Source: an optimization exercise on an open RTL-to-GDS flow (aim: small area and a short achievable clock period). Production flows keep margins and buffers that such runs may drop. Only simulation tests tie the RTL to the original design; equivalence was not proved. Power is estimated from default activity; no workload was simulated.

<file path="design/flow/config.mk">
export PLATFORM = sky130hd
export DESIGN_NAME = fft_ucode_seq
export DESIGN_NICKNAME = fft_ucode_seq
export VERILOG_FILES = /design/flow/design.v
export SDC_FILE = /design/flow/constraint.sdc
export NUM_CORES = 4
export LEC_CHECK = 0
export CAP_MARGIN = 20
export CORE_MARGIN = 2
export CORE_UTILIZATION = 40
export SLEW_MARGIN = 20
</file>
<file path="design/flow/design.v">
module fft_ucode_seq #(
   parameter int CW    = 15,
   parameter int AW    = 8,
   parameter int DEPTH = 203,
   parameter int NFW   = 4
) (
   input  logic           clk,
   input  logic           rst,
   input  logic           start,
   input  logic [NFW-1:0] nframes,
   input  logic [AW-1:0]  last_addr,
   input  logic           stall,
   input  logic           abort,
   input  logic           prog_we,
   input  logic [AW-1:0]  prog_addr,
   input  logic [CW-1:0]  prog_data,
   output logic [CW-1:0]  ctrl,
   output logic           ctrl_valid,
   output logic           frame_done,
   output logic           busy,
   output logic           done
);
   typedef enum logic {IDLE, RUN} state_t;
   localparam logic [AW-1:0] LAST_MAX = AW'(DEPTH - 1);
   state_t         state, state_n;
   logic [AW-1:0]  pc, pc_n, la, la_n;
   logic [NFW-1:0] frem, frem_n;
   logic           valid_n, fd_n, busy_n, done_n;
   logic           accept, adv, at_last, more, wr_ok;
   logic [CW-1:0]  mem [DEPTH];
   assign accept  = (state == IDLE) && start && !busy;
   assign adv     = (state == RUN) && !abort && !stall;
   assign at_last = (pc == la);
   assign more    = (frem > NFW'(1));
   assign wr_ok   = prog_we && !busy && !rst && (32'(prog_addr) < DEPTH);
   always_ff @(posedge clk) begin
      if (wr_ok) mem[prog_addr] <= prog_data;
   end
   always_ff @(posedge clk) begin
      if (rst)
         ctrl <= '0;
      else if (adv)
         ctrl <= mem[pc];
      else if (state == IDLE || abort)
         ctrl <= '0;
   end
   always_ff @(posedge clk) begin
      if (rst) begin
         state      <= IDLE;
         pc         <= '0;
         frem       <= '0;
         la         <= '0;
         ctrl_valid <= 1'b0;
         frame_done <= 1'b0;
         busy       <= 1'b0;
         done       <= 1'b0;
      end else begin
         state      <= state_n;
         pc         <= pc_n;
         frem       <= frem_n;
         la         <= la_n;
         ctrl_valid <= valid_n;
         frame_done <= fd_n;
         busy       <= busy_n;
         done       <= done_n;
      end
   end
   always_comb begin
      state_n = state;
      unique case (state)
         IDLE: if (accept) state_n = RUN;
         RUN:  if (abort || (adv && at_last && !more)) state_n = IDLE;
      endcase
   end
   always_comb begin
      pc_n    = pc;
      frem_n  = frem;
      la_n    = la;
      valid_n = 1'b0;
      fd_n    = 1'b0;
      busy_n  = busy;
      done_n  = 1'b0;
      unique case (state)
         IDLE: begin
            busy_n = accept;
            done_n = frame_done;
            if (accept) begin
               pc_n   = '0;
               la_n   = (last_addr > LAST_MAX) ? LAST_MAX : last_addr;
               frem_n = (nframes == '0) ? NFW'(1) : nframes;
            end
         end
         RUN: begin
            if (abort) begin
               busy_n = 1'b0;
            end else if (!stall) begin
               valid_n = 1'b1;
               if (!at_last) begin
                  pc_n = pc + 1'b1;
               end else begin
                  fd_n = 1'b1;
                  if (more) begin
                     frem_n = frem - 1'b1;
                     pc_n   = '0;
                  end
               end
            end
         end
      endcase
   end
endmodule
</file>
<file path="design/flow/constraint.sdc">
create_clock -name core_clock -period 5.0 [get_ports {clk}]
set_input_delay 1.0000 -clock core_clock [delete_from_list [all_inputs] [get_ports {clk}]]
set_output_delay 1.0000 -clock core_clock [all_outputs]
set_load 0.01 [all_outputs]
</file>
<file path="design/flow/run.sh">
#!/bin/bash
# synth_recipe.tcl (not shown) runs the flow's synth.tcl, then flattens the netlist and writes it again
# the make line also repeats each setting of config.mk as NAME=value (left out here)
make -C /OpenROAD-flow-scripts/flow DESIGN_CONFIG=/design/flow/config.mk WORK_HOME=/design/flow/orfs CLKGATE_MAP_FILE= SYNTH_SCRIPT=/design/flow/synth_recipe.tcl finish
</file>
==> impl_metrics.yaml, run 1 <==
worst_setup_path:
  cp_max_fo: 21
  cp_cell_sequence: "buf_4 -> and2_2 -> a22oi_1 -> a31oi_1 -> o311ai_0 -> nand2_1 -> nand3_1 -> a32o_1"
  critPathRequiredTime_ns: 5.77
  critPathCaptureType: "register"
  worstPathArrival_ns: 5.08
  r2r_slack_ns: 0.69
  cpPeakStageDelay_ns: 0.90
  slowest_stage: "dfxtp_4"
  startpoint_type: "register"
  criticalPathCategory: "register to register"
clock_network:
  numCtsBuffers: 319
  cts_tree: "done"
  cts_sinks: 3093
  clk_latency_ns: 0.89
  cts_max_path_buffers: 4
  cts_setup_buffers: 0
  cts_hold_buf: 0
  h-tree-depth: 5
  ctsResizeCount: 0
  cts.clk_slew.worst_paths_ns: 0.07
  root_buffer: "clkbuf_16"
sta:
  finalClockSkew_ns: 0.0657
  hold_viol: 0
  relSlewSlack_pct: 13.6
  min_period_ns: 4.31
  rsz0062_at_grt: "no"
  tns_ns: 0
  setup_violations: 0
  max_slew.worst_pin.slew_ns: 1.28
  fmax_ghz: 0.232
  slew_viol_final: 0
  finalWorstSetupSlack_ns: 0.691
  finalCritPeriodShare_pct: 86.2
  holdWs_ns: 0.473
global_route:
  antenna_found_initial: 24
  grtUsageMet2_pct: 35.0
  grt_pass1_vias: 60600
  grt_pass1_wl_um: 475000
  grt_util_met1_pct: 31.3
  grt_use_met3_pct: 4.17
  grt.total_usage_pct: 22.3
  busiest_layer: "met2"
  gr-total-overflow: 0
  grt_max_degree: 114
drt:
  wl_per_cell_um: 32.7
  drc: 0
  antenna_left: 0
  wirelength_um: 340000
  dr.pass1.iters: 6
  viasPerCell: 5.91
  vias: 61500
  first_iter_violations: 9146
die:
  ios: 60
  rows: 200
  die_area_um2: 302000
  die_h_um: 550
  die_w_um: 550
  start_util_pct: 40.2
  design.core.area_um2: 297000
min_path:
  hp-class: "register to register"
synth:
  syn_inst: 5706
  async_flop_share_pct: 0
  synth_area_um2: 119000
  syn_area_per_cell_um2: 20.9
  ys_ff_latch: 3093
  synthFlopType: "edfxtp_1"
  yosysWarnings: 1
  synth.distinct_cells: 69
  synth_nets: 5750
  synth_edf_count: 3045
  synth.yosys.seq_area_share_pct: 77.6
placed_design:
  port_buffers: 59
  gp_congestion: 0.927
  post-place-ws_ns: 0.594
  dp_hpwl_um: 217000
  dp.cells: 9831
power_and_ir_drop:
  ir_worst_vdd_mv: 0.273
  powerDensity_nw_per_um2: 403
  p_leak_nw: 41.7
layout:
  drive_above_1_share_pct: 24.9
  nets: 6257
  syn_to_final_growth_pct: 15.2
  final_util_pct: 46.3
  fin_cells: 10400
outcome:
  outcome: "timing/DRC/antenna clean"
flow_run:
  cap_violations: 0
final timing paths:
check,startpoint,cells after the start,end
setup / recovery,register,8,ctrl[7]$_SDFFE_PP0P_
hold / removal,la[6]$_SDFFE_PP0P_,2,la[6]$_SDFFE_PP0P_
setup reg to reg,register,8,ctrl[7]$_SDFFE_PP0P_
hold reg to reg,la[6]$_SDFFE_PP0P_,2,la[6]$_SDFFE_PP0P_
Yosys cell counts (all sizes together) (11+ instances only):
library cell	count	area share [%]
a32oi	11	0.081
o311ai	25	0.18
mux2	32	0.30
and2	30	0.16
a31oi	32	0.17
o221ai	26	0.19
nand3	50	0.21
o211ai	18	0.11
a21oi	114	0.48
nand4	14	0.074
nor4	11	0.058
buf	204	1.2
nor2	313	0.99
nor3	30	0.13
o21ai	60	0.25
nor2b	19	0.10
clkbuf	130	0.41
inv	13	0.041
mux2i	277	2.3
o22ai	62	0.33
xor2	11	0.081
a211oi	51	0.32
nand2	132	0.42
dfxtp	48	0.81
a22oi	238	1.5
edfxtp	3045	77
mux4	614	12
per-stage QoR:
stage / total power (W) / instance area, um^2
3_5_place_dp: 0.0323 / 127000
2_1_floorplan: 0.0310 / 119000
6_report: 0.0553 / 137000
4_1_cts: 0.0556 / 137000
3_3_place_gp: 0.0322 / 127000
5_1_grt: 0.0567 / 137000
logic make-up (layout without fill, tap and decap cells):
logic type / count (synthesis) / after routing / synth area share [%]
multiplexers: 923 / 923 / 14.2
AO/OA/AOI/OAI: 694 / 694 / 4.07
other: 0 / 8 / 0
flip-flops: 3093 / 3093 / 77.6
buffers and inverters: 347 / 1107 / 1.65
XOR/XNOR: 15 / 15 / 0.110
AND/OR/NAND/NOR: 631 / 631 / 2.32
adder cells (fa/ha/maj): 3 / 3 / 0.0315
critical path, delay by kind of cell (launching register included):
kind,cells,cell delay [ns]
buffers and inverters,1,0.45
AOI/OAI and AO/OA,4,1.36
DFF,1,0.90
and+or+nand+nor,3,1.39
registers in the layout, indices dropped and copies added, names as in the netlist, named ones only:
signal and flops:
busy 1, ctrl 15, ctrl_valid 1, done 1
frame_done 1, frem 4, la 8, mem 3045
pc 8, state 1
power by group:
group | total, W | switching [W] | internal, W
Combinational | 0.00314 | 0.00190 | 0.00124
Clock | 0.0236 | 0.00994 | 0.0136
Sequential | 0.0285 | 0.0000579 | 0.0285
Total | 0.0553 | 0.0119 | 0.0434
layout make-up:
| type | count | area, um^2 |
|---|---|---|
| timing repair buffer | 520 | 4670 |
| antenna | 8 | 20.0 |
| clock buffer | 372 | 8310 |
| sequential | 3093 | 92400 |
| inverter | 13 | 50.0 |
| clock inverter | 202 | 1970 |
| fill | 24500 | 159000 |
| tap | 3939 | 4930 |
| multi-input combinational | 2266 | 24800 |
cells in the final DEF (no fill, tap or decap), drive strengths merged, types with 60 or more instances in the layout:
master	synthesis	final
nor2	313	313
clkinv	0	144
a21oi	114	114
mux4	614	614
a22oi	238	238
buf	204	468
nand2	132	132
mux2i	277	277
edfxtp	3045	3045
clkbuf	130	380
o21ai	60	60
o22ai	62	62
routing by layer:
| metal | up-vias | share of wire [%] |
|---|---|---|
| li1 | 24900 | - |
| met1 | 32700 | 40 |
| met2 | 3313 | 47 |
| met3 | 562 | 9.5 |
| met4 | 2 | 3.7 |
| met5 | - | 0.0038 |
==> inputs of run 2 (changes only) <==
--- a/design/flow/config.mk
+++ b/design/flow/config.mk
@@ -5,7 +5,10 @@
 export SDC_FILE = /design/flow/constraint.sdc
 export NUM_CORES = 4
 export LEC_CHECK = 0
+export ABC_CLOCK_PERIOD_IN_PS = 2000
 export CAP_MARGIN = 20
 export CORE_MARGIN = 2
 export CORE_UTILIZATION = 40
+export SETUP_SLACK_MARGIN = 2.6
 export SLEW_MARGIN = 20
+export TNS_END_PERCENT = 10
==> impl_metrics.yaml, run 2 <==
die:
  die_area_um2: 302000
  die_h_um: 550
  die_w_um: 550
  rows: 200
  ios: 60
  start_util_pct: 40.2
  design.core.area_um2: 297000
layout:
  nets: 6354
  final_area_um2: 144000
  largest_reg_flops: 3045
  drive_above_1_share_pct: 33.8
  fillCellCount: 23800
  top_register: "mem"
  top_regs: "mem x3045, ctrl x15"
  final_common_cell: "edfxtp_1"
  layout_common_cells: "edfxtp_1 (3045), mux4_2 (614), clkbuf_16 (342), buf_4 (320), mux2i_1 (273)"
  register_area_um2: 92500
  syn_to_final_growth_pct: 20.5
  multi_input_area_um2: 28000
synth:
  async_flop_share_pct: 0
  synth_commonest_cells: "edfxtp_1 (3045), mux4_2 (614), nor2_1 (312)"
  synth_nets: 5750
  syn_inst: 5706
  synth.yosys.seq_area_share_pct: 77.6
  yosys.area.top_type: "edfxtp_1"
  syn_area_per_cell_um2: 20.9
  yosysWarnings: 1
  synth_area_um2: 119000
  synthFlopType: "edfxtp_1"
  synth_edf_count: 3045
  yosys.area.top_type_share_pct: 76.8
  synth_area_leaders: "edfxtp_1 (77%), mux4_2 (12%), mux2i_1 (2.3%)"
  synth.distinct_cells: 69
  synth.most_common_cell: "edfxtp_1"
  ys_ff_latch: 3093
drt:
  viasPerCell: 5.95
  antenna_left: 0
  vias: 62500
  wl_per_cell_um: 33.6
  dr.pass1.iters: 6
  first_iter_violations: 9472
  drc: 0
  wirelength_um: 352000
sta:
  finalWorstSetupSlack_ns: 1.87
  max_slew.worst_pin.slew_ns: 1.11
  fmax_ghz: 0.320
  relSlewSlack_pct: 26.0
  finalClockSkew_ns: 0.0572
  setup_violations: 0
  rsz0062_at_grt: "yes"
  min_period_ns: 3.13
  tns_ns: 0
  holdWs_ns: 0.359
  hold_viol: 0
  slew_viol_final: 0
  finalCritPeriodShare_pct: 62.5
worst_setup_path:
  criticalPathCategory: "register to register"
  worstPathArrival_ns: 3.90
  critPathCaptureType: "register"
  cp_max_fo: 8
  r2r_end: "ctrl[11]$_SDFFE_PP0P_"
  startpoint_type: "register"
  r2r_slack_ns: 1.87
  reg2reg_depth: 11
  critPathRequiredTime_ns: 5.77
placed_design:
  placed_area_um2: 127000
  gp_congestion: 0.887
  port_buffers: 59
  post-place-ws_ns: 0.544
  dp_hpwl_um: 209000
min_path:
  min-delay-start: "prog_data[12]"
  holdPathStages: 1
  min_to: "mem[30][12]$_DFFE_PP_"
  hp-class: "input pin to register"
global_route:
  antenna_found_initial: 19
  grt_pass1_vias: 60400
  grt_pass1_wl_um: 481000
  gr-total-overflow: 0
  grt_max_degree: 127
  grt.total_usage_pct: 22.8
power_and_ir_drop:
  pwr-share-seq_pct: 50.9
  ir_worst_vdd_mv: 0.286
  clkPwrFrac_pct: 41.9
  swShare_pct: 21.8
  p_switching_w: 0.0122
  p_comb_share_pct: 7.3
  powerDensity_nw_per_um2: 391
  internal_power_w: 0.0438
  p_leak_nw: 43.4
clock_network:
  clk_latency_ns: 0.88
  cts.clk_slew.worst_paths_ns: 0.06
  cts_hold_buf: 0
  h-tree-depth: 5
  cts_tree: "done"
  root_buffer: "clkbuf_16"
  cts_max_path_buffers: 4
  numCtsBuffers: 324
  cts_sinks: 3093
flow_run:
  cap_violations: 0
outcome:
  outcome: "timing/DRC/antenna clean"
-- run 2: cell counts after synthesis --
No cell type changed its count.
-- run 2: routing by layer --
metal / up-vias / global-route usage [%] / share of wire (%) / wire [um]
li1: 25200 / - / - / -
met2: 3501 / 35.1 / 46 / 163000
met1: 33100 / 32.2 / 39 / 139000
met4: 4 / 8.38 / 4.1 / 14500
met3: 594 / 4.40 / 10 / 36000
met5: - / 0 / 0.0077 / 27
-- run 2: area by class of cell --
type | count | share of cell area (%)
multi-input cells | 2266 | 19.5
repair buffers | 612 | 5.46
well taps | 3939 | 3.43
inverters | 13 | 0.0366
clock inverters | 173 | 1.12
flip-flops and latches | 3093 | 64.4
clock buffers | 399 | 6.00
diodes | 10 | 0.0174
-- run 2: cell families after synthesis --
kind of cell | synth area share (%)
and+or+nand+nor | 2.32
DFF | 77.6
buffers and inverters | 1.65
xor gates and xnor gates | 0.110
adders and majority gates | 0.0315
muxes | 14.2
AOI/OAI and AO/OA | 4.07
-- run 2: power by group through the flow --
stage | logic (W) | registers, W | clock network (W)
final | 0.00408 | 0.0285 | 0.0235
after global routing | 0.00424 | 0.0285 | 0.0247
after CTS | 0.00379 | 0.0285 | 0.0237
after detailed placement | 0.00325 | 0.0291 | 0
after global placement | 0.00323 | 0.0291 | 0
after floorplan | 0.00195 | 0.0291 | 0
-- run 2: worst max-delay path by stage --
stage                       from               endpoint  slack, ns  cells past startpoint
finish                  register  ctrl[11]$_SDFFE_PP0P_       1.87                     11
global route            register   ctrl[5]$_SDFFE_PP0P_       1.90                     10
CTS                     register   ctrl[1]$_SDFFE_PP0P_       1.91                      9
detailed placement  prog_addr[4]   mem[88][1]$_DFFE_PP_       0.54                      8
global placement    prog_addr[4]  mem[24][10]$_DFFE_PP_       0.61                      8
floorplan           prog_addr[2]  mem[108][0]$_DFFE_PP_       2.17                      8
-- run 2: critical path: stages, from the launching register on --
cell,delay [ns]
dfxtp_4,0.36
buf_12,0.14
buf_16,0.18
buf_16,0.19
buf_4,0.13
buf_12,0.13
mux4_2,0.54
a21oi_2,0.26
a21oi_1,0.28
a211oi_4,0.41
a311oi_2,0.09
a22o_1,0.23
-- run 2: repair_timing --
item	CTS	global route
setup buffers	127	115
pin swaps	66	74
gates cloned	27	11
setup endpoints to repair	3095	2765
resized for setup	390	302
-- run 2: metrics by stage --
stage,util [%],total power [W],std cells
5_1_grt,48.4,0.0574,10500
3_5_place_dp,42.8,0.0323,9643
3_3_place_gp,42.8,0.0323,9643
4_1_cts,47.5,0.0560,10400
6_report,48.4,0.0561,10500
2_1_floorplan,-,0.0310,5706
==> inputs of run 3 (changes only) <==
==> design/flow/design.v (replaced) <==
module fft_ucode_seq #(
   parameter int CW    = 15,
   parameter int AW    = 8,
   parameter int DEPTH = 203,
   parameter int NFW   = 4
) (
   input  logic           clk,
   input  logic           rst,
   input  logic           start,
   input  logic [NFW-1:0] nframes,
   input  logic [AW-1:0]  last_addr,
   input  logic           stall,
   input  logic           abort,
   input  logic           prog_we,
   input  logic [AW-1:0]  prog_addr,
   input  logic [CW-1:0]  prog_data,
   output logic [CW-1:0]  ctrl,
   output logic           ctrl_valid,
   output logic           frame_done,
   output logic           busy,
   output logic           done
);
   localparam logic [AW-1:0] LAST_MAX = AW'(DEPTH - 1);
   localparam int NH = (DEPTH + 15) / 16;    
   localparam int NG = (DEPTH + 3) / 4;      
   logic           run;             
   logic [AW-1:0]  pc, la;
   logic [NFW-1:0] frem;
   logic           accept, adv, at_last, more, wr_ok, to0, inc, nxg;
   logic [15:0]    wlo;
   logic [NH-1:0]  whi;
   logic [CW-1:0]  wdq;
   logic [CW-1:0]  mem [DEPTH];
   logic [NG-1:0]  ng;              
   logic [CW-1:0]  nb [4];
   logic [CW-1:0]  nb_n [4];
   logic [CW-1:0]  lb [4];
   logic [CW-1:0]  g0 [4];
   assign accept  = !run && start && !busy;
   assign adv     = run && !abort && !stall;
   assign at_last = (pc == la);
   assign more    = (frem > NFW'(1));
   assign wr_ok   = prog_we && !busy && !rst && (32'(prog_addr) < DEPTH);
   assign to0     = accept || (adv && at_last && more);
   assign inc     = adv && !at_last;
   assign nxg     = inc && (pc[1:0] == 2'b11);
   always_ff @(posedge clk) begin
      for (int j = 0; j < 16; j++) wlo[j] <= wr_ok && (prog_addr[3:0] == 4'(j));
      for (int j = 0; j < NH; j++) whi[j] <= (prog_addr[7:4] == 4'(j));
      wdq <= prog_data;
   end
   always_ff @(posedge clk) begin
      for (int i = 0; i < DEPTH; i++)
         if (wlo[i % 16] && whi[i / 16]) mem[i] <= wdq;
   end
   always_comb begin
      for (int k = 0; k < 4; k++) begin
         if (wr_ok && prog_addr == AW'(k)) g0[k] = prog_data;
         else if (wlo[k] && whi[0])        g0[k] = wdq;
         else                              g0[k] = mem[k];
      end
   end
   always_comb begin
      for (int k = 0; k < 4; k++) begin
         nb_n[k] = '0;
         for (int g = 1; g < NG; g++)
            if (4 * g + k < DEPTH && ng[g])
               nb_n[k] = nb_n[k] | mem[4 * g + k];
      end
   end
   always_ff @(posedge clk) begin
      for (int k = 0; k < 4; k++) begin
         nb[k] <= nb_n[k];
         if (to0)
            lb[k] <= g0[k];
         else if (nxg)
            lb[k] <= nb[k];
      end
   end
   always_ff @(posedge clk) begin
      if (rst || to0)
         ng <= NG'(2);
      else if (nxg)
         ng <= {ng[NG-2:0], 1'b0};
   end
   always_ff @(posedge clk) begin
      if (rst)
         ctrl <= '0;
      else if (adv)
         ctrl <= lb[pc[1:0]];
      else if (!run || abort)
         ctrl <= '0;
   end
   always_ff @(posedge clk) begin
      if (rst) begin
         run        <= 1'b0;
         pc         <= '0;
         frem       <= '0;
         la         <= '0;
         ctrl_valid <= 1'b0;
         frame_done <= 1'b0;
         busy       <= 1'b0;
         done       <= 1'b0;
      end else begin
         ctrl_valid <= adv;
         frame_done <= adv && at_last;
         done       <= !run && frame_done;
         if (to0)
            pc <= '0;
         else if (inc)
            pc <= pc + 1'b1;
         if (!run) begin
            busy <= accept;
            if (accept) begin
               run  <= 1'b1;
               la   <= (last_addr > LAST_MAX) ? LAST_MAX : last_addr;
               frem <= (nframes == '0) ? NFW'(1) : nframes;
            end
         end else if (abort) begin
            run  <= 1'b0;
            busy <= 1'b0;
         end else if (!stall) begin
            if (at_last) begin
               if (more) frem <= frem - 1'b1;
               else      run  <= 1'b0;
            end
         end
      end
   end
endmodule
--- a/design/flow/config.mk
+++ b/design/flow/config.mk
@@ -8,7 +8,9 @@
 export ABC_CLOCK_PERIOD_IN_PS = 2000
 export CAP_MARGIN = 20
 export CORE_MARGIN = 2
-export CORE_UTILIZATION = 40
-export SETUP_SLACK_MARGIN = 2.6
+export CORE_UTILIZATION = 45
+export CTS_CLUSTER_DIAMETER = 80
+export CTS_CLUSTER_SIZE = 24
+export SETUP_SLACK_MARGIN = 2.5
 export SLEW_MARGIN = 20
 export TNS_END_PERCENT = 10
==> impl_metrics.yaml, run 3 <==
placed_design:
  post-place-ws_ns: 0.987
  gp_congestion: 0.907
  dp_hpwl_um: 252000
  port_buffers: 59
  placed_area_um2: 124000
sta:
  finalCritPeriodShare_pct: 60.5
  rsz0062_at_grt: "yes"
  finalWorstSetupSlack_ns: 1.98
  slew_viol_final: 0
  holdWs_ns: 0.475
  min_period_ns: 3.02
  setup_violations: 0
  tns_ns: 0
  finalClockSkew_ns: 0.0488
  relSlewSlack_pct: 21.6
  hold_viol: 0
  fmax_ghz: 0.331
  max_slew.worst_pin.slew_ns: 1.17
synth:
  synth_commonest_cells: "edfxtp_1 (3045), a22oi_1 (842), a221oi_1 (315), a22o_1 (315), clkbuf_1 (301)"
  yosysWarnings: 6
  yosys.area.top_type_share_pct: 77.5
  yosys.area.top_type: "edfxtp_1"
  ys_ff_latch: 3299
  synth_edf_count: 3045
  synth_area_leaders: "edfxtp_1 (77%), a22oi_1 (5.4%), dfxtp_1 (4.3%)"
  synth.yosys.seq_area_share_pct: 81.8
  synth_nets: 6552
  synthFlopType: "edfxtp_1"
  synth.distinct_cells: 52
  async_flop_share_pct: 0
  syn_inst: 6505
  syn_area_per_cell_um2: 18.1
  synth.most_common_cell: "edfxtp_1"
  synth_area_um2: 118000
worst_setup_path:
  worstPathArrival_ns: 3.73
  crit_path_frequent_cell: "nand4_1"
  critPathRequiredTime_ns: 5.70
  cp_max_fo: 23
  startpoint_type: "register"
  slowest_stage: "nor3_1"
  cp_cell_sequence: "buf_4 -> a22o_1 -> a221oi_1 -> nand4_1 -> nor3_1 -> nand4_1"
  crit_buf_inv: 1
  criticalPathCategory: "register to register"
  crit_family: "simple AND/OR/NAND/NOR gates"
  critPathCaptureType: "register"
  cpPeakStageDelay_ns: 0.80
layout:
  final_area_um2: 129000
  top_register: "mem"
  nets: 6665
  top_regs: "mem x3045, lb x60, nb x60"
  syn_to_final_growth_pct: 9.68
  final_common_cell: "edfxtp_1"
  drive_above_1_share_pct: 11.2
  layout_common_cells: "edfxtp_1 (3045), a22oi_1 (842), a22o_1 (315), a221oi_1 (314), buf_4 (297)"
  largest_reg_flops: 3045
clock_network:
  numCtsBuffers: 159
  h-tree-depth: 4
  cts.clk_slew.worst_paths_ns: 0.10
  cts_tree: "done"
  clk_latency_ns: 0.89
  cts_max_path_buffers: 3
  cts_hold_buf: 0
  root_buffer: "clkbuf_16"
  cts_sinks: 3299
global_route:
  gr-total-overflow: 0
  grt_pass1_vias: 66900
  antenna_found_initial: 33
  grt.total_usage_pct: 33.6
  busiest_layer: "met2"
  grt_pass1_wl_um: 602000
  grtUsageMet2_pct: 50.1
  grt_max_degree: 204
  grt_util_met1_pct: 45.2
  grt_use_met3_pct: 9.30
drt:
  wl_per_cell_um: 44.4
  antenna_left: 0
  drc: 0
  first_iter_violations: 14800
  dr.pass1.iters: 6
  wirelength_um: 455000
  viasPerCell: 7.11
  vias: 73000
power_and_ir_drop:
  powerDensity_nw_per_um2: 357
  p_leak_nw: 40.1
  ir_worst_vdd_mv: 0.324
  finalPower_w: 0.0462
die:
  die_w_um: 516
  rows: 188
  design.core.area_um2: 262000
  die_h_um: 516
  die_area_um2: 266000
  start_util_pct: 45.1
  ios: 60
outcome:
  outcome: "timing/DRC/antenna clean"
flow_run:
  cap_violations: 0
min_path:
  hp-class: "register to register"
run 3: changes by cell type after synthesis, moves of 62 or more:
cell and delta:
mux4_2 -614, a22oi_1 +604, a221oi_1 +310, a22o_1 +306, nand4_1 +261, nor2_1 -210, dfxtp_1 +206, mux2i_1 -201
clkbuf_1 +172, and2_1 +171, buf_1 +73, nand2_1 +63, o22ai_1 -62
run 3: tightest hold or removal path, stage by stage (launching register included):
cell     delay [ns]
dfxtp_1        0.33
nand2_1        0.06
a21oi_1        0.05
run 3: power breakdown:
part / switching [W] / internal [W]
Clock: 0.00877 / 0.00639
Sequential: 0.000193 / 0.0301
Combinational: 0.000546 / 0.000135
Total: 0.00951 / 0.0366
run 3: layer usage:
layer	share of wire, %	wire [um]	vias up
met2	44	199000	6763
met4	6.6	30000	18
met3	15	69200	1323
li1	-	-	27100
met1	34	157000	37800
met5	0.032	146	-
run 3: layout make-up:
type                    instances  area (um^2)
inverters                       7         26.3
repair buffers                387         3450
clock inverters                28          355
clock buffers                 238         4400
diodes                         18         45.0
flip-flops and latches       3299        96800
well taps                    3515         4400
fillers                     21400       132000
multi-input cells            2764        20000
run 3: cell families after synthesis:
kind of cell             after synthesis  share of synthesized area, %
buffers and inverters                445                          1.52
adder cells (fa/ha/maj)                6                        0.0636
AND/OR/NAND/NOR                      940                          4.29
AO/OA/AOI/OAI                       1664                          11.0
multiplexers                         136                          1.22
flip-flops                          3299                          81.8
XOR/XNOR                              15                         0.111
run 3: what timing repair did:
| action | CTS | global route |
|---|---|---|
| cloned | 2 | 1 |
| pin swaps | 2 | 1 |
| gates resized for setup | 17 | 10 |
| endpoints found under the setup margin | 238 | 270 |
| buffers inserted | 9 | 3 |
run 3: per-stage QoR:
| step | instances | utilization [%] |
|---|---|---|
| global placement | 9954 | 47.5 |
| finish | 10300 | 49.5 |
| global route | 10200 | 49.5 |
| CTS | 10200 | 49.4 |
| floorplan | 6505 | - |
| detailed placement | 9956 | 47.5 |
run 3: worst paths after layout:
path,cells past startpoint,from,slack [ns],to
hold reg to reg,2,la[4]$_SDFFE_PP0P_,0.47,la[4]$_SDFFE_PP0P_
setup / recovery,6,ng[31]$_SDFFE_PP0P_,1.98,nb[2][2]$_DFF_P_
setup reg to reg,6,ng[31]$_SDFFE_PP0P_,1.98,nb[2][2]$_DFF_P_
hold / removal,2,la[4]$_SDFFE_PP0P_,0.47,la[4]$_SDFFE_PP0P_
==> inputs of run 4 (changes only) <==
--- a/design/flow/design.v
+++ b/design/flow/design.v
@@ -31,7 +31,7 @@
    logic [NH-1:0]  whi;
    logic [CW-1:0]  wdq;
    logic [CW-1:0]  mem [DEPTH];
-   logic [NG-1:0]  ng;              
+   logic [NG-1:0]  ng, ngn;
    logic [CW-1:0]  nb [4];
    logic [CW-1:0]  nb_n [4];
    logic [CW-1:0]  lb [4];
@@ -64,7 +64,7 @@
       for (int k = 0; k < 4; k++) begin
          nb_n[k] = '0;
          for (int g = 1; g < NG; g++)
-            if (4 * g + k < DEPTH && ng[g])
+            if (4 * g + k < DEPTH && (k < 2 ? ng[g] : !ngn[g]))
                nb_n[k] = nb_n[k] | mem[4 * g + k];
       end
    end
@@ -78,10 +78,13 @@
       end
    end
    always_ff @(posedge clk) begin
-      if (rst || to0)
-         ng <= NG'(2);
-      else if (nxg)
-         ng <= {ng[NG-2:0], 1'b0};
+      if (rst || to0) begin
+         ng  <= NG'(2);
+         ngn <= {{(NG - 2){1'b1}}, 2'b01};
+      end else if (nxg) begin
+         ng  <= {ng[NG-2:0], 1'b0};
+         ngn <= {ngn[NG-2:0], 1'b1};
+      end
    end
    always_ff @(posedge clk) begin
       if (rst)
--- a/design/flow/config.mk
+++ b/design/flow/config.mk
@@ -6,11 +6,11 @@
 export NUM_CORES = 4
 export LEC_CHECK = 0
 export ABC_CLOCK_PERIOD_IN_PS = 2000
-export CAP_MARGIN = 20
+export CAP_MARGIN = 30
 export CORE_MARGIN = 2
 export CORE_UTILIZATION = 45
 export CTS_CLUSTER_DIAMETER = 80
 export CTS_CLUSTER_SIZE = 24
 export SETUP_SLACK_MARGIN = 2.5
-export SLEW_MARGIN = 20
+export SLEW_MARGIN = 40
 export TNS_END_PERCENT = 10
==> impl_metrics.yaml, run 4 <==
worst_setup_path:
  crit_buf_inv: 1
  slowest_stage: "nor3_1"
  critPathCaptureType: "register"
  crit_path_frequent_cell: "nand4_1"
  cpPeakStageDelay_ns: 0.74
  cp_max_fo: 16
  worstPathArrival_ns: 3.51
  criticalPathCategory: "register to register"
  cp_cell_sequence: "buf_4 -> a221oi_1 -> nand4_1 -> nor3_1 -> nand4_1"
  critPathRequiredTime_ns: 5.64
  crit_family: "simple AND/OR/NAND/NOR gates"
  startpoint_type: "register"
sta:
  slew_viol_final: 0
  tns_ns: 0
  finalClockSkew_ns: 0.0392
  min_period_ns: 2.87
  setup_violations: 0
  holdWs_ns: 0.482
  fmax_ghz: 0.349
  rsz0062_at_grt: "yes"
  relSlewSlack_pct: 33.9
  hold_viol: 0
  finalWorstSetupSlack_ns: 2.13
  finalCritPeriodShare_pct: 57.4
  max_slew.worst_pin.slew_ns: 0.983
synth:
  synth.distinct_cells: 58
  yosysWarnings: 6
  yosys.area.top_type_share_pct: 76.1
  synth_area_um2: 120000
  synth_edf_count: 3045
  synth.most_common_cell: "edfxtp_1"
  syn_area_per_cell_um2: 18.0
  synth.yosys.seq_area_share_pct: 81.1
  ys_ff_latch: 3349
  synth_area_leaders: "edfxtp_1 (76%), dfxtp_1 (5.1%), a22oi_1 (3.7%)"
  async_flop_share_pct: 0
  yosys.area.top_type: "edfxtp_1"
  synth_nets: 6728
  syn_inst: 6681
  synth_commonest_cells: "edfxtp_1 (3045), a22oi_1 (587), a22o_1 (420)"
  synthFlopType: "edfxtp_1"
layout:
  syn_to_final_growth_pct: 10.5
  final_common_cell: "edfxtp_1"
  nets: 6957
  top_regs: "mem x3045, lb x60, nb x60"
  largest_reg_flops: 3045
  top_register: "mem"
  layout_common_cells: "edfxtp_1 (3045), a22oi_1 (586), a22o_1 (420), a221oi_1 (349), buf_4 (312)"
  drive_above_1_share_pct: 13.1
clock_network:
  cts_max_path_buffers: 3
  numCtsBuffers: 159
  cts_hold_buf: 0
  root_buffer: "clkbuf_16"
  cts.clk_slew.worst_paths_ns: 0.10
  cts_tree: "done"
  h-tree-depth: 4
  cts_sinks: 3349
  clk_latency_ns: 0.87
power_and_ir_drop:
  finalPower_w: 0.0466
  ir_worst_vdd_mv: 0.407
  powerDensity_nw_per_um2: 350
  p_leak_nw: 42.0
min_path:
  hp-class: "register to register"
drt:
  drc: 0
  first_iter_violations: 14300
  wl_per_cell_um: 44.0
  vias: 74500
  antenna_left: 0
  viasPerCell: 7.06
  dr.pass1.iters: 7
  wirelength_um: 464000
global_route:
  grt_pass1_wl_um: 610000
  antenna_found_initial: 25
  gr-total-overflow: 0
  grt_pass1_vias: 68600
  grt_max_degree: 153
  grt.total_usage_pct: 33.3
die:
  die_area_um2: 271000
  die_w_um: 521
  design.core.area_um2: 266000
  rows: 189
  die_h_um: 521
  start_util_pct: 45.3
  ios: 60
placed_design:
  gp_congestion: 0.882
  port_buffers: 59
  post-place-ws_ns: 1.33
  dp_hpwl_um: 263000
flow_run:
  cap_violations: 0
outcome:
  outcome: "timing/DRC/antenna clean"
run 4: cell count changes after synthesis, sizes merged, moves of 46 or more:
cell / delta
nand2: +69
inv: +50
nand4: -61
a22oi: -255
nor2b: +112
a22o: +105
buf: -63
a221oi: +46
dfxtp: +50
o211ai: +49
run 4: layout make-up:
cell class                      instances  area [um^2]
Antenna cell                           13         32.5
Inverter                               57          304
Clock buffer                          248         4460
Timing Repair Buffer                  444         4110
Clock inverter                         14          179
Multi-Input combinational cell       2899        21600
Fill cell                           21500       133000
Tap cell                             3533         4420
Sequential cell                      3349        97800
run 4: report_power, final:
group	total (W)	switching [W]	internal [W]
registers	0.0307	0.000155	0.0305
logic	0.000810	0.000648	0.000162
clock network	0.0151	0.00875	0.00634
run 4: worst reg2reg max path, cell delays in order (launching register included):
cell and delay [ns]:
dfxtp_2 0.58, buf_4 0.36, a221oi_1 0.39, nand4_1 0.21, nor3_1 0.74, nand4_1 0.35
run 4: metrics by stage:
stage | std cells | instance area (um^2) | util [%]
2_1_floorplan | 6681 | 120000 | -
3_3_place_gp | 10200 | 127000 | 47.7
3_5_place_dp | 10200 | 127000 | 47.8
4_1_cts | 10500 | 132000 | 49.9
5_1_grt | 10500 | 133000 | 50.0
6_report | 10600 | 133000 | 50.0
run 4: logic make-up (layout without fill, tap and decap cells):
kind of cell,Yosys count,count (layout),share of synthesized area [%]
compound gates,1682,1682,11.3
xor+xnor,13,13,0.0947
fa+ha+maj,6,6,0.0624
buf+inv,436,763,1.41
flops,3349,3349,81.1
mux,135,135,1.19
other cells,0,13,0
simple gates,1060,1063,4.79
run 4: repair_timing:
item                                   4_1_cts  5_1_grt
pin swaps                                   30        7
resized for setup                          244       26
setup buffers                               29       11
gates cloned                                 1        4
endpoints found under the hold margin        0        0
setup endpoints to repair                  280      268
run 4: worst paths after layout:
check,cells past startpoint,endpoint,slack (ns),from
max reg2reg,5,nb[1][13]$_DFF_P_,2.13,ng[42]$_SDFFE_PP0P_
min,2,frem[1]$_SDFFE_PP0P_,0.48,frem[1]$_SDFFE_PP0P_
min reg2reg,2,frem[1]$_SDFFE_PP0P_,0.48,frem[1]$_SDFFE_PP0P_
max,5,nb[1][13]$_DFF_P_,2.13,ng[42]$_SDFFE_PP0P_
run 4: per-layer routing:
| layer | up-vias | GRT usage [%] | wire length [um] |
|---|---|---|---|
| met5 | - | 0 | 72 |
| met4 | 10 | 17.4 | 30200 |
| met3 | 1355 | 9.17 | 66800 |
| met2 | 6614 | 50.0 | 204000 |
| met1 | 38600 | 44.4 | 163000 |
| li1 | 27900 | - | - |
==> inputs of run 5 (changes only) <==
--- a/design/flow/config.mk
+++ b/design/flow/config.mk
@@ -11,6 +11,7 @@
 export CORE_UTILIZATION = 45
 export CTS_CLUSTER_DIAMETER = 80
 export CTS_CLUSTER_SIZE = 24
+export PLACE_DENSITY = 0.7
 export SETUP_SLACK_MARGIN = 2.5
 export SLEW_MARGIN = 40
 export TNS_END_PERCENT = 10
==> impl_metrics.yaml, run 5 <==
clock_network:
  cts_sinks: 3349
  cts_tree: "done"
  cts.clk_slew.worst_paths_ns: 0.09
  cts_max_path_buffers: 3
  h-tree-depth: 4
  cts_hold_buf: 0
  clk_latency_ns: 0.85
  numCtsBuffers: 158
  root_buffer: "clkbuf_16"
worst_setup_path:
  crit_path_frequent_cell: "nand4_1"
  reg2reg_depth: 6
  criticalPathCategory: "register to register"
  worstPathArrival_ns: 3.56
  cp_max_fo: 18
  critPathCapture: "nb[1][6]$_DFF_P_"
  cp_cell_sequence: "buf_4 -> a22o_1 -> a221oi_1 -> nand4_1 -> nor3_1 -> nand4_1"
  slowest_stage: "dfxtp_2"
  critPathRequiredTime_ns: 5.65
  startpoint_type: "register"
  r2r_end: "nb[1][6]$_DFF_P_"
  critPathCaptureType: "register"
  cpPeakStageDelay_ns: 0.61
  crit_start: "ng[8]$_SDFFE_PP0P_"
  timing.rr.start: "ng[8]$_SDFFE_PP0P_"
  r2r_slack_ns: 2.09
die:
  die_h_um: 521
  rows: 189
  die_w_um: 521
  design.core.area_um2: 266000
  start_util_pct: 45.3
  ios: 60
  die_area_um2: 271000
power_and_ir_drop:
  internal_power_w: 0.0369
  clkPwrFrac_pct: 31.9
  swShare_pct: 20.2
  p_leak_nw: 42.2
  pwr-share-seq_pct: 66.4
  powerDensity_nw_per_um2: 347
  ir_worst_vdd_mv: 0.377
  finalPower_w: 0.0462
  p_switching_w: 0.00935
  p_comb_share_pct: 1.7
sta:
  relSlewSlack_pct: 33.8
  finalClockSkew_ns: 0.0353
  holdWs_ns: 0.484
  rsz0062_at_grt: "yes"
  min_period_ns: 2.91
  hold_viol: 0
  slew_viol_final: 0
  fmax_ghz: 0.344
  setup_violations: 0
  finalCritPeriodShare_pct: 58.2
  tns_ns: 0
  max_slew.worst_pin.slew_ns: 0.993
drt:
  dr.pass1.iters: 9
  drc: 0
  antenna_left: 0
  vias: 75600
  first_iter_violations: 16700
  wirelength_um: 441000
  viasPerCell: 7.12
  wl_per_cell_um: 41.6
synth:
  synth_nets: 6728
  syn_inst: 6681
  synth.yosys.seq_area_share_pct: 81.1
  yosys.area.top_type_share_pct: 76.1
  yosysWarnings: 6
  synth_edf_count: 3045
  synthFlopType: "edfxtp_1"
  yosys.area.top_type: "edfxtp_1"
  synth.most_common_cell: "edfxtp_1"
  synth.distinct_cells: 58
  synth_area_leaders: "edfxtp_1 (76%), dfxtp_1 (5.1%), a22oi_1 (3.7%)"
  synth_commonest_cells: "edfxtp_1 (3045), a22oi_1 (587), a22o_1 (420)"
  syn_area_per_cell_um2: 18.0
  synth_area_um2: 120000
  ys_ff_latch: 3349
  async_flop_share_pct: 0
min_path:
  hp-class: "register to register"
layout:
  fillCellCount: 21000
  drive_above_1_share_pct: 13.5
  syn_to_final_growth_pct: 10.9
  top_register: "mem"
  layout_common_cells: "edfxtp_1 (3045), a22oi_1 (585), a22o_1 (417), buf_4 (352), a221oi_1 (351)"
  largest_reg_flops: 3045
  nets: 7008
  final_common_cell: "edfxtp_1"
  top_regs: "mem x3045, lb x60, nb x60"
  final_util_pct: 50.2
  multi_input_area_um2: 21500
  register_area_um2: 97800
global_route:
  grt_pass1_vias: 69900
  grtUsageMet2_pct: 46.3
  busiest_layer: "met2"
  grt.total_usage_pct: 31.6
  grt_pass1_wl_um: 587000
  grt_util_met1_pct: 40.5
  grt_max_degree: 140
  antenna_found_initial: 31
  gr-total-overflow: 0
  grt_use_met3_pct: 12.0
placed_design:
  port_buffers: 59
  dp_hpwl_um: 254000
  gp_congestion: 0.934
flow_run:
  cap_violations: 0
outcome:
  outcome: "timing/DRC/antenna clean"
## run 5: cell counts after synthesis
Identical to the previous run, type by type.
## run 5: worst max-delay path: cells and delay by family (launching register included)
| kind | cells | cell delay (ns) |
|---|---|---|
| buffers and inverters | 1 | 0.43 |
| flip-flops | 1 | 0.61 |
| AND/OR/NAND/NOR | 3 | 1.14 |
| AO/OA/AOI/OAI | 2 | 0.53 |
## run 5: stage by stage
| stage | area [um^2] | cells | worst slack [ns] |
|---|---|---|---|
| finish | 133000 | 10600 | 2.09 |
| global route | 133000 | 10600 | 2.19 |
| CTS | 133000 | 10600 | 2.23 |
| detailed placement | 127000 | 10300 | 1.33 |
| global placement | 127000 | 10200 | 1.28 |
| floorplan | 120000 | 6681 | 2.21 |
## run 5: area by class of cell
type / count / share of cell area, %
Antenna cell: 13 / 0.0244
Clock buffer: 251 / 3.32
Clock inverter: 9 / 0.0732
Inverter: 57 / 0.247
Multi-Input combinational cell: 2899 / 16.2
Sequential cell: 3349 / 73.3
Tap cell: 3533 / 3.32
Timing Repair Buffer: 496 / 3.53
## run 5: routing by layer
layer	up-vias	wire length (um)
met1	37600	141000
met5	-	335
met4	36	32800
met3	1725	79400
li1	28000	-
met2	8184	187000
## run 5: worst min-delay path by stage
stage / start / end / slack, ns / depth (start not counted)
5_1_grt: mem[3][7]$_DFF_P_ / mem[3][7]$_DFF_P_ / 0.49 / 1
3_3_place_gp: ngn[6]$_SDFFE_PP1P_ / ngn[7]$_SDFFE_PP1P_ / 0.45 / 2
3_5_place_dp: mem[3][7]$_DFF_P_ / mem[3][7]$_DFF_P_ / 0.46 / 1
2_1_floorplan: ngn[27]$_SDFFE_PP1P_ / ngn[28]$_SDFFE_PP1P_ / 0.44 / 2
6_report: mem[1][1]$_DFF_P_ / mem[1][1]$_DFF_P_ / 0.48 / 1
4_1_cts: ngn[3]$_SDFFE_PP1P_ / ngn[4]$_SDFFE_PP1P_ / 0.48 / 2
## run 5: logic make-up (layout without fill, tap and decap cells)
group | after synthesis | in the layout | synth area share (%)
and+or+nand+nor | 1060 | 1061 | 4.79
DFF | 3349 | 3349 | 81.1
buffers and inverters | 436 | 813 | 1.41
adders and majority gates | 6 | 6 | 0.0624
muxes | 135 | 135 | 1.19
other | 0 | 13 | 0
xor gates and xnor gates | 13 | 13 | 0.0947
AOI/OAI and AO/OA | 1682 | 1684 | 11.3
## run 5: what timing repair did
| item | CTS | global route |
|---|---|---|
| setup endpoints to repair | 296 | 297 |
| buffers inserted | 43 | 27 |
| pin swaps | 38 | 12 |
| gates resized for setup | 246 | 42 |
| cloned | 4 | 4 |
| hold endpoints to repair | 0 | 0 |
## run 5: power groups by stage
| stage | combinational, W | clock [W] | sequential [W] |
|---|---|---|---|
| final | 0.000807 | 0.0147 | 0.0307 |
| after global placement | 0.000614 | 0 | 0.0314 |
| after detailed placement | 0.000735 | 0 | 0.0313 |
| after floorplan | 0.000209 | 0 | 0.0314 |
| after CTS | 0.000735 | 0.0145 | 0.0307 |
| after global routing | 0.000829 | 0.0154 | 0.0307 |
==> inputs of run 6 (changes only) <==
==> design/flow/design.v (replaced) <==
module fft_ucode_seq #(
   parameter int CW    = 15,
   parameter int AW    = 8,
   parameter int DEPTH = 203,
   parameter int NFW   = 4
) (
   input  logic           clk,
   input  logic           rst,
   input  logic           start,
   input  logic [NFW-1:0] nframes,
   input  logic [AW-1:0]  last_addr,
   input  logic           stall,
   input  logic           abort,
   input  logic           prog_we,
   input  logic [AW-1:0]  prog_addr,
   input  logic [CW-1:0]  prog_data,
   output logic [CW-1:0]  ctrl,
   output logic           ctrl_valid,
   output logic           frame_done,
   output logic           busy,
   output logic           done
);
   localparam logic [AW-1:0] LAST_MAX = AW'(DEPTH - 1);
   logic           run;             
   logic [AW-1:0]  pc, la;
   logic [NFW-1:0] frem;
   logic           accept, adv, at_last, more, wr_ok;
   localparam int NH = (DEPTH + 15) / 16;
   logic [15:0]    wlo;
   logic [NH-1:0]  whi;
   logic [CW-1:0]  wdq;
   logic           byp0;
   logic [CW-1:0]  mem [DEPTH];
   logic [CW-1:0]  rd;
   localparam int NG = (DEPTH + 3) / 4;
   logic [AW-1:0]    pc_n;
   logic [NG-1:0]    og;
   logic             to0, inc;
   logic [CW-1:0]    rg [4];
   assign accept  = !run && start && !busy;
   assign adv     = run && !abort && !stall;
   assign at_last = (pc == la);
   assign more    = (frem > NFW'(1));
   assign wr_ok   = prog_we && !busy && !rst && (32'(prog_addr) < DEPTH);
   always_ff @(posedge clk) begin
      for (int j = 0; j < 16; j++) wlo[j] <= wr_ok && (prog_addr[3:0] == 4'(j));
      for (int j = 0; j < NH; j++) whi[j] <= (prog_addr[7:4] == 4'(j));
      wdq  <= prog_data;
      byp0 <= wr_ok && (prog_addr == '0);
   end
   always_ff @(posedge clk) begin
      for (int i = 0; i < DEPTH; i++)
         if (wlo[i % 16] && whi[i / 16]) mem[i] <= wdq;
   end
   always_comb begin
      for (int k = 0; k < 4; k++) begin
         rg[k] = '0;
         for (int g = 0; g < NG; g++)
            if (4 * g + k < DEPTH && og[g])
               rg[k] = rg[k] | ((g == 0 && k == 0 && byp0) ? wdq : mem[4 * g + k]);
      end
      rd = rg[pc[1:0]];
   end
   always_ff @(posedge clk) begin
      if (rst)
         ctrl <= '0;
      else if (adv)
         ctrl <= rd;
      else if (!run || abort)
         ctrl <= '0;
   end
   always_comb begin
      pc_n = pc;
      if (!run) begin
         if (accept) pc_n = '0;
      end else if (!abort && !stall) begin
         if (!at_last)  pc_n = pc + 1'b1;
         else if (more) pc_n = '0;
      end
   end
   assign to0 = accept || (adv && at_last && more);
   assign inc = adv && !at_last;
   always_ff @(posedge clk) begin
      if (rst || to0)
         og <= NG'(1);
      else if (inc && pc[1:0] == 2'b11)
         og <= {og[NG-2:0], 1'b0};
   end
   always_ff @(posedge clk) begin
      if (rst) begin
         run        <= 1'b0;
         pc         <= '0;
         frem       <= '0;
         la         <= '0;
         ctrl_valid <= 1'b0;
         frame_done <= 1'b0;
         busy       <= 1'b0;
         done       <= 1'b0;
      end else begin
         ctrl_valid <= adv;
         frame_done <= adv && at_last;
         done       <= !run && frame_done;
         pc         <= pc_n;
         if (!run) begin
            busy <= accept;
            if (accept) begin
               run  <= 1'b1;
               la   <= (last_addr > LAST_MAX) ? LAST_MAX : last_addr;
               frem <= (nframes == '0) ? NFW'(1) : nframes;
            end
         end else if (abort) begin
            run  <= 1'b0;
            busy <= 1'b0;
         end else if (!stall) begin
            if (at_last) begin
               if (more) frem <= frem - 1'b1;
               else      run  <= 1'b0;
            end
         end
      end
   end
endmodule
--- a/design/flow/config.mk
+++ b/design/flow/config.mk
@@ -11,7 +11,6 @@
 export CORE_UTILIZATION = 45
 export CTS_CLUSTER_DIAMETER = 80
 export CTS_CLUSTER_SIZE = 24
-export PLACE_DENSITY = 0.7
 export SETUP_SLACK_MARGIN = 2.5
 export SLEW_MARGIN = 40
 export TNS_END_PERCENT = 10
==> impl_metrics.yaml, run 6 <==
power_and_ir_drop:
  p_leak_nw: 41.6
  ir_worst_vdd_mv: 0.356
  swShare_pct: 20.8
  clkPwrFrac_pct: 33.2
  p_switching_w: 0.00938
  internal_power_w: 0.0356
  p_comb_share_pct: 1.9
  pwr-share-seq_pct: 64.9
  powerDensity_nw_per_um2: 343
layout:
  final_area_um2: 131000
  top_regs: "mem x3045, og x51, wlo x16"
  drive_above_1_share_pct: 18.9
  layout_common_cells: "edfxtp_1 (3045), a22o_1 (615), a221oi_1 (473), buf_4 (391), a22oi_1 (213)"
  top_register: "mem"
  final_common_cell: "edfxtp_1"
  final_util_pct: 51.7
  largest_reg_flops: 3045
  nets: 6441
  syn_to_final_growth_pct: 14.3
placed_design:
  port_buffers: 59
  gp_congestion: 0.918
  dp_hpwl_um: 245000
  post-place-ws_ns: 1.43
  placed_area_um2: 121000
sta:
  finalClockSkew_ns: 0.0620
  tns_ns: 0
  fmax_ghz: 0.347
  max_slew.worst_pin.slew_ns: 0.978
  finalWorstSetupSlack_ns: 2.12
  finalCritPeriodShare_pct: 57.7
  slew_viol_final: 0
  setup_violations: 0
  rsz0062_at_grt: "yes"
  min_period_ns: 2.88
  hold_viol: 0
  relSlewSlack_pct: 34.7
global_route:
  grt_pass1_wl_um: 594000
  antenna_found_initial: 46
  grt_max_degree: 151
  gr-total-overflow: 0
  grt_pass1_vias: 64600
  grt.total_usage_pct: 34.4
synth:
  synth_nets: 6023
  yosys.area.top_type_share_pct: 79.6
  syn_area_per_cell_um2: 19.2
  synth_commonest_cells: "edfxtp_1 (3045), a22o_1 (616), a221oi_1 (613)"
  yosysWarnings: 3
  syn_inst: 5976
  synth_area_leaders: "edfxtp_1 (80%), a22o_1 (4.7%), a221oi_1 (4.7%)"
  synthFlopType: "edfxtp_1"
  synth_area_um2: 115000
  async_flop_share_pct: 0
  ys_ff_latch: 3181
  synth_edf_count: 3045
  synth.yosys.seq_area_share_pct: 82.0
  synth.most_common_cell: "edfxtp_1"
  synth.distinct_cells: 51
  yosys.area.top_type: "edfxtp_1"
outcome:
  outcome: "timing/DRC/antenna clean"
clock_network:
  root_buffer: "clkbuf_16"
  numCtsBuffers: 160
  cts_tree: "done"
  cts_max_path_buffers: 3
  cts_sinks: 3181
  clk_latency_ns: 0.90
  cts.clk_slew.worst_paths_ns: 0.10
  cts_hold_buf: 0
  h-tree-depth: 4
worst_setup_path:
  worstPathArrival_ns: 3.68
  critPathCaptureType: "register"
  critPathRequiredTime_ns: 5.80
  startpoint_type: "register"
  cp_max_fo: 6
  criticalPathCategory: "register to register"
drt:
  viasPerCell: 7.21
  wl_per_cell_um: 46.0
  drc: 0
  antenna_left: 0
  first_iter_violations: 14600
  wirelength_um: 454000
  vias: 71200
  dr.pass1.iters: 8
die:
  ios: 60
  rows: 185
  die_w_um: 509
  die_area_um2: 259000
  design.core.area_um2: 254000
  start_util_pct: 45.2
  die_h_um: 509
min_path:
  hp-class: "register to register"
flow_run:
  cap_violations: 0
==> run 6: changes by cell type after synthesis, sizes merged, moves of 49 or more <==
cell,delta
dfxtp,-168
a22o,+196
buf,+179
nor2b,-113
nand2,-204
inv,-49
clkbuf,-141
o21ai,-58
a22oi,-373
a221oi,+254
==> run 6: final timing paths <==
kind                                            start                    to  slack, ns  depth (start not counted)
worst max-delay path               og[8]$_SDFFE_PP0P_  ctrl[3]$_SDFFE_PP0P_       2.12                          8
worst min-delay path            frame_done$_SDFF_PP0_       done$_SDFF_PP0_       0.47                          1
worst max register to register     og[8]$_SDFFE_PP0P_  ctrl[3]$_SDFFE_PP0P_       2.12                          8
worst min register to register  frame_done$_SDFF_PP0_       done$_SDFF_PP0_       0.47                          1
==> run 6: cell type report <==
type                            count  area, um^2
Tap cell                         3366        4210
Antenna cell                       31        77.6
Timing Repair Buffer              672        7480
Multi-Input combinational cell   2371       20200
Fill cell                       19900      123000
Clock buffer                      210        4380
Sequential cell                  3181       94500
Clock inverter                     31         398
Inverter                            8        30.0
==> run 6: what timing repair did <==
action,in CTS,in global routing
endpoints found under the setup margin,159,90
resized for setup,391,72
pin swaps,119,49
gates cloned,8,1
hold endpoints to repair,0,0
setup buffers,230,32
==> run 6: metrics by stage <==
step	std cells	power [W]	hold slack (ns)
6_report	9870	0.0450	0.475
5_1_grt	9840	0.0458	0.492
4_1_cts	9806	0.0449	0.475
3_5_place_dp	9327	0.0306	0.465
3_3_place_gp	9320	0.0306	0.462
2_1_floorplan	5976	0.0301	0.443
==> run 6: critical path, stage by stage (launching register included) <==
cell and delay [ns]:
dfxtp_4 0.46, buf_4 0.20, buf_4 0.21, a22o_1 0.24, a221oi_1 0.25, nand4_1 0.41, nor4_1 0.64, o21ai_0 0.15
and3b_1 0.20
==> run 6: cell families after synthesis <==
kind of cell	synth area share, %
xor gates and xnor gates	0.0991
DFF	82.0
adders and majority gates	0.0654
AOI/OAI and AO/OA	11.9
muxes	0.591
and+or+nand+nor	3.41
buffers and inverters	2.01
==> run 6: layer usage <==
metal	share of wire, %	up-vias	track usage, %
li1	-	26200	-
met1	34	36700	45.1
met2	42	6824	49.5
met3	16	1411	11.7
met4	7.7	30	21.3
met5	0.047	-	0
==> run 6: power by group through the flow <==
stage	logic (W)	clock network (W)	registers, W
5_1_grt	0.000864	0.0157	0.0292
3_3_place_gp	0.000735	0	0.0298
2_1_floorplan	0.000151	0	0.0300
6_report	0.000849	0.0149	0.0292
3_5_place_dp	0.000776	0	0.0298
4_1_cts	0.000788	0.0149	0.0292
==> inputs of run 7 (changes only) <==
--- a/design/flow/config.mk
+++ b/design/flow/config.mk
@@ -8,9 +8,9 @@
 export ABC_CLOCK_PERIOD_IN_PS = 2000
 export CAP_MARGIN = 30
 export CORE_MARGIN = 2
-export CORE_UTILIZATION = 45
+export CORE_UTILIZATION = 50
 export CTS_CLUSTER_DIAMETER = 80
 export CTS_CLUSTER_SIZE = 24
-export SETUP_SLACK_MARGIN = 2.5
+export SETUP_SLACK_MARGIN = 2.8
 export SLEW_MARGIN = 40
 export TNS_END_PERCENT = 10
==> impl_metrics.yaml, run 7 <==
outcome:
  outcome: "timing/DRC/antenna clean"
sta:
  min_period_ns: 2.89
  rsz0062_at_grt: "yes"
  setup_violations: 0
  finalCritPeriodShare_pct: 57.8
  max_slew.worst_pin.slew_ns: 0.995
  tns_ns: 0
  relSlewSlack_pct: 33.5
  slew_viol_final: 0
  fmax_ghz: 0.346
  hold_viol: 0
  finalClockSkew_ns: 0.0517
worst_setup_path:
  reg2reg_depth: 7
  critPathRequiredTime_ns: 5.81
  r2r_slack_ns: 2.11
  worstPathArrival_ns: 3.70
  timing.rr.start: "og[7]$_SDFFE_PP0P_"
  r2r_end: "ctrl[6]$_SDFFE_PP0P_"
  cp_max_fo: 15
  startpoint_type: "register"
  criticalPathCategory: "register to register"
  critPathCaptureType: "register"
global_route:
  grt.total_usage_pct: 37.2
  grt_pass1_wl_um: 583000
  grt_max_degree: 189
  busiest_layer: "met2"
  grt_util_met1_pct: 49.2
  gr-total-overflow: 0
  grt_pass1_vias: 64500
  grtUsageMet2_pct: 53.3
  grt_use_met3_pct: 13.1
  antenna_found_initial: 37
clock_network:
  cts.clk_slew.worst_paths_ns: 0.10
  cts_sinks: 3181
  clk_latency_ns: 0.91
  cts_tree: "done"
  numCtsBuffers: 155
  root_buffer: "clkbuf_16"
  cts_max_path_buffers: 3
  h-tree-depth: 4
layout:
  top_register: "mem"
  nets: 6418
  layout_common_cells: "edfxtp_1 (3045), a22o_1 (615), a221oi_1 (519), buf_4 (380), a22oi_1 (214)"
  final_common_cell: "edfxtp_1"
  fillCellCount: 16900
  syn_to_final_growth_pct: 13.3
  largest_reg_flops: 3045
  top_regs: "mem x3045, og x51, wlo x16"
  drive_above_1_share_pct: 18.1
  fin_cells: 9502
placed_design:
  dp_hpwl_um: 239000
  dp.cells: 8959
  gp_congestion: 0.899
  port_buffers: 59
die:
  start_util_pct: 50.4
  die_w_um: 483
  die_area_um2: 234000
  die_h_um: 483
  rows: 175
  ios: 60
  design.core.area_um2: 228000
synth:
  synth.distinct_cells: 51
  syn_inst: 5976
  synth.most_common_cell: "edfxtp_1"
  syn_area_per_cell_um2: 19.2
  synth_commonest_cells: "edfxtp_1 (3045), a22o_1 (616), a221oi_1 (613)"
  yosys.area.top_type_share_pct: 79.6
  synth_nets: 6023
  synth_area_um2: 115000
  yosysWarnings: 3
  synth_edf_count: 3045
  async_flop_share_pct: 0
  synth_area_leaders: "edfxtp_1 (80%), a22o_1 (4.7%), a221oi_1 (4.7%)"
  synthFlopType: "edfxtp_1"
  yosys.area.top_type: "edfxtp_1"
  ys_ff_latch: 3181
  synth.yosys.seq_area_share_pct: 82.0
power_and_ir_drop:
  p_leak_nw: 41.3
  clkPwrFrac_pct: 33.1
  internal_power_w: 0.0358
  swShare_pct: 20.4
  ir_worst_vdd_mv: 0.295
  p_switching_w: 0.00918
  p_comb_share_pct: 1.9
  powerDensity_nw_per_um2: 345
  pwr-share-seq_pct: 65.1
drt:
  viasPerCell: 7.43
  first_iter_violations: 14000
  dr.pass1.iters: 6
  drc: 0
  vias: 70600
  wirelength_um: 444000
  wl_per_cell_um: 46.8
  antenna_left: 0
min_path:
  hp-class: "register to register"
  min_to: "done$_SDFF_PP0_"
  min-delay-start: "frame_done$_SDFF_PP0_"
  holdPathStages: 1
flow_run:
  cap_violations: 0
run 7: cell counts after synthesis:
Identical to the previous run, type by type.
run 7: metrics by stage:
stage	util [%]	setup slack [ns]	instance area [um^2]	power [W]	hold slack, ns
after global routing	57.1	2.17	130000	0.0457	0.502
after floorplan	-	2.64	115000	0.0301	0.443
after global placement	52.5	1.15	120000	0.0305	0.469
after CTS	56.7	2.26	129000	0.0448	0.480
final	57.1	2.11	130000	0.0449	0.483
after detailed placement	52.7	1.38	120000	0.0306	0.467
run 7: worst max-delay path, cell delays in order (launching register included):
cell and delay [ns]:
dfxtp_4 0.44, buf_4 0.29, a22o_1 0.27, a221oi_1 0.39, nand4_1 0.49, nor4_4 0.51
o21ai_0 0.17, and3b_1 0.20
run 7: kinds of logic (layout without fill, tap and decap cells):
| kind of cell | count (synthesis) | in the layout | synth area share [%] |
|---|---|---|---|
| flops | 3181 | 3181 | 82.0 |
| compound gates | 1599 | 1599 | 11.9 |
| simple gates | 686 | 688 | 3.41 |
| buf+inv | 425 | 915 | 2.01 |
| mux | 66 | 66 | 0.591 |
| xor+xnor | 13 | 13 | 0.0991 |
| fa+ha+maj | 6 | 6 | 0.0654 |
| other cells | 0 | 25 | 0 |
run 7: cell type report:
| cell class | instances | area (um^2) | area share, % |
|---|---|---|---|
| Sequential cell | 3181 | 94500 | 72.6 |
| Clock buffer | 229 | 4390 | 3.37 |
| Timing Repair Buffer | 653 | 7160 | 5.50 |
| Clock inverter | 25 | 340 | 0.262 |
| Tap cell | 3009 | 3760 | 2.89 |
| Inverter | 8 | 30.0 | 0.0231 |
| Antenna cell | 25 | 62.6 | 0.0481 |
| Multi-Input combinational cell | 2372 | 19900 | 15.3 |
run 7: worst max path at each step:
stage          cells past startpoint                 from  slack, ns                    end
2_1_floorplan                      8                stall       2.64    og[40]$_SDFFE_PP0P_
5_1_grt                           10   og[9]$_SDFFE_PP0P_       2.17  ctrl[11]$_SDFFE_PP0P_
6_report                           7   og[7]$_SDFFE_PP0P_       2.11   ctrl[6]$_SDFFE_PP0P_
4_1_cts                            7  og[12]$_SDFFE_PP0P_       2.26   ctrl[4]$_SDFFE_PP0P_
3_5_place_dp                       8                stall       1.38    og[20]$_SDFFE_PP0P_
3_3_place_gp                       6   og[7]$_SDFFE_PP0P_       1.15   ctrl[3]$_SDFFE_PP0P_
run 7: layer usage:
metal  vias up  wire (um)  part of all wire [%]
met5         -        137                 0.031
met3      1355      71100                    16
met1     36300     152000                    34
li1      26200          -                     -
met4        20      30900                   7.0
met2      6712     190000                    43
run 7: repair_timing:
| action | 4_1_cts | 5_1_grt |
|---|---|---|
| setup buffers | 220 | 30 |
| pin swaps | 81 | 39 |
| hold buffers | 0 | 0 |
| gates resized for setup | 364 | 75 |
| endpoints found under the hold margin | 0 | 0 |
| setup endpoints to repair | 310 | 284 |
| gates cloned | 5 | 5 |
run 7: power groups by stage:
stage	Combinational (W)	Sequential, W	Clock (W)
after global routing	0.000855	0.0292	0.0157
after global placement	0.000685	0.0299	0
after floorplan	0.000151	0.0300	0
after detailed placement	0.000722	0.0299	0
after CTS	0.000745	0.0292	0.0148
final	0.000836	0.0292	0.0149

static timing again, ports no longer ideal:
How much do the figures lean on ideal ports? The routed layouts below were timed once more, with nothing changed but the port constraints.
Step 1: set_driving_cell puts a clkbuf_16 on clk and a buf_2 on each other input, an assumption about the parent block.
Step 2, shift: input delay + t, output delay - t, t = (earliest + latest rising clock arrival at the registers) / 2. This alone moves slack from input paths to output paths.
Slacks: no drivers / after step 1 / after step 2; pairs: no drivers / after step 1.
| run | t, ns | setup slack, ns | worst register clock-pin slew, ns | worst data-port slew with drivers (ns) |
|---|---|---|---|---|
| run 1 | 0.954 | 0.691 / 0.691 / 0.558 | 0.07 / 0.07 | 0.17 |
| run 2 | 0.959 | 1.874 / 1.874 / 1.370 | 0.07 / 0.07 | 0.19 |
| run 3 | 0.982 | 1.977 / 1.977 / 1.457 | 0.11 / 0.11 | 0.05 |
| run 4 | 0.947 | 2.132 / 2.132 / 1.427 | 0.10 / 0.10 | 0.07 |
| run 5 | 0.922 | 2.090 / 2.090 / 1.515 | 0.11 / 0.11 | 0.07 |
| run 6 | 0.962 | 2.116 / 2.116 / 1.671 | 0.10 / 0.10 | 0.05 |
| run 7 | 0.969 | 2.109 / 2.109 / 1.736 | 0.10 / 0.10 | 0.05 |
After both steps every run listed still meets setup and hold. For run 4, which loses most, drivers alone change the setup slack by 0.000 ns; drivers and shift together by -0.705 ns.
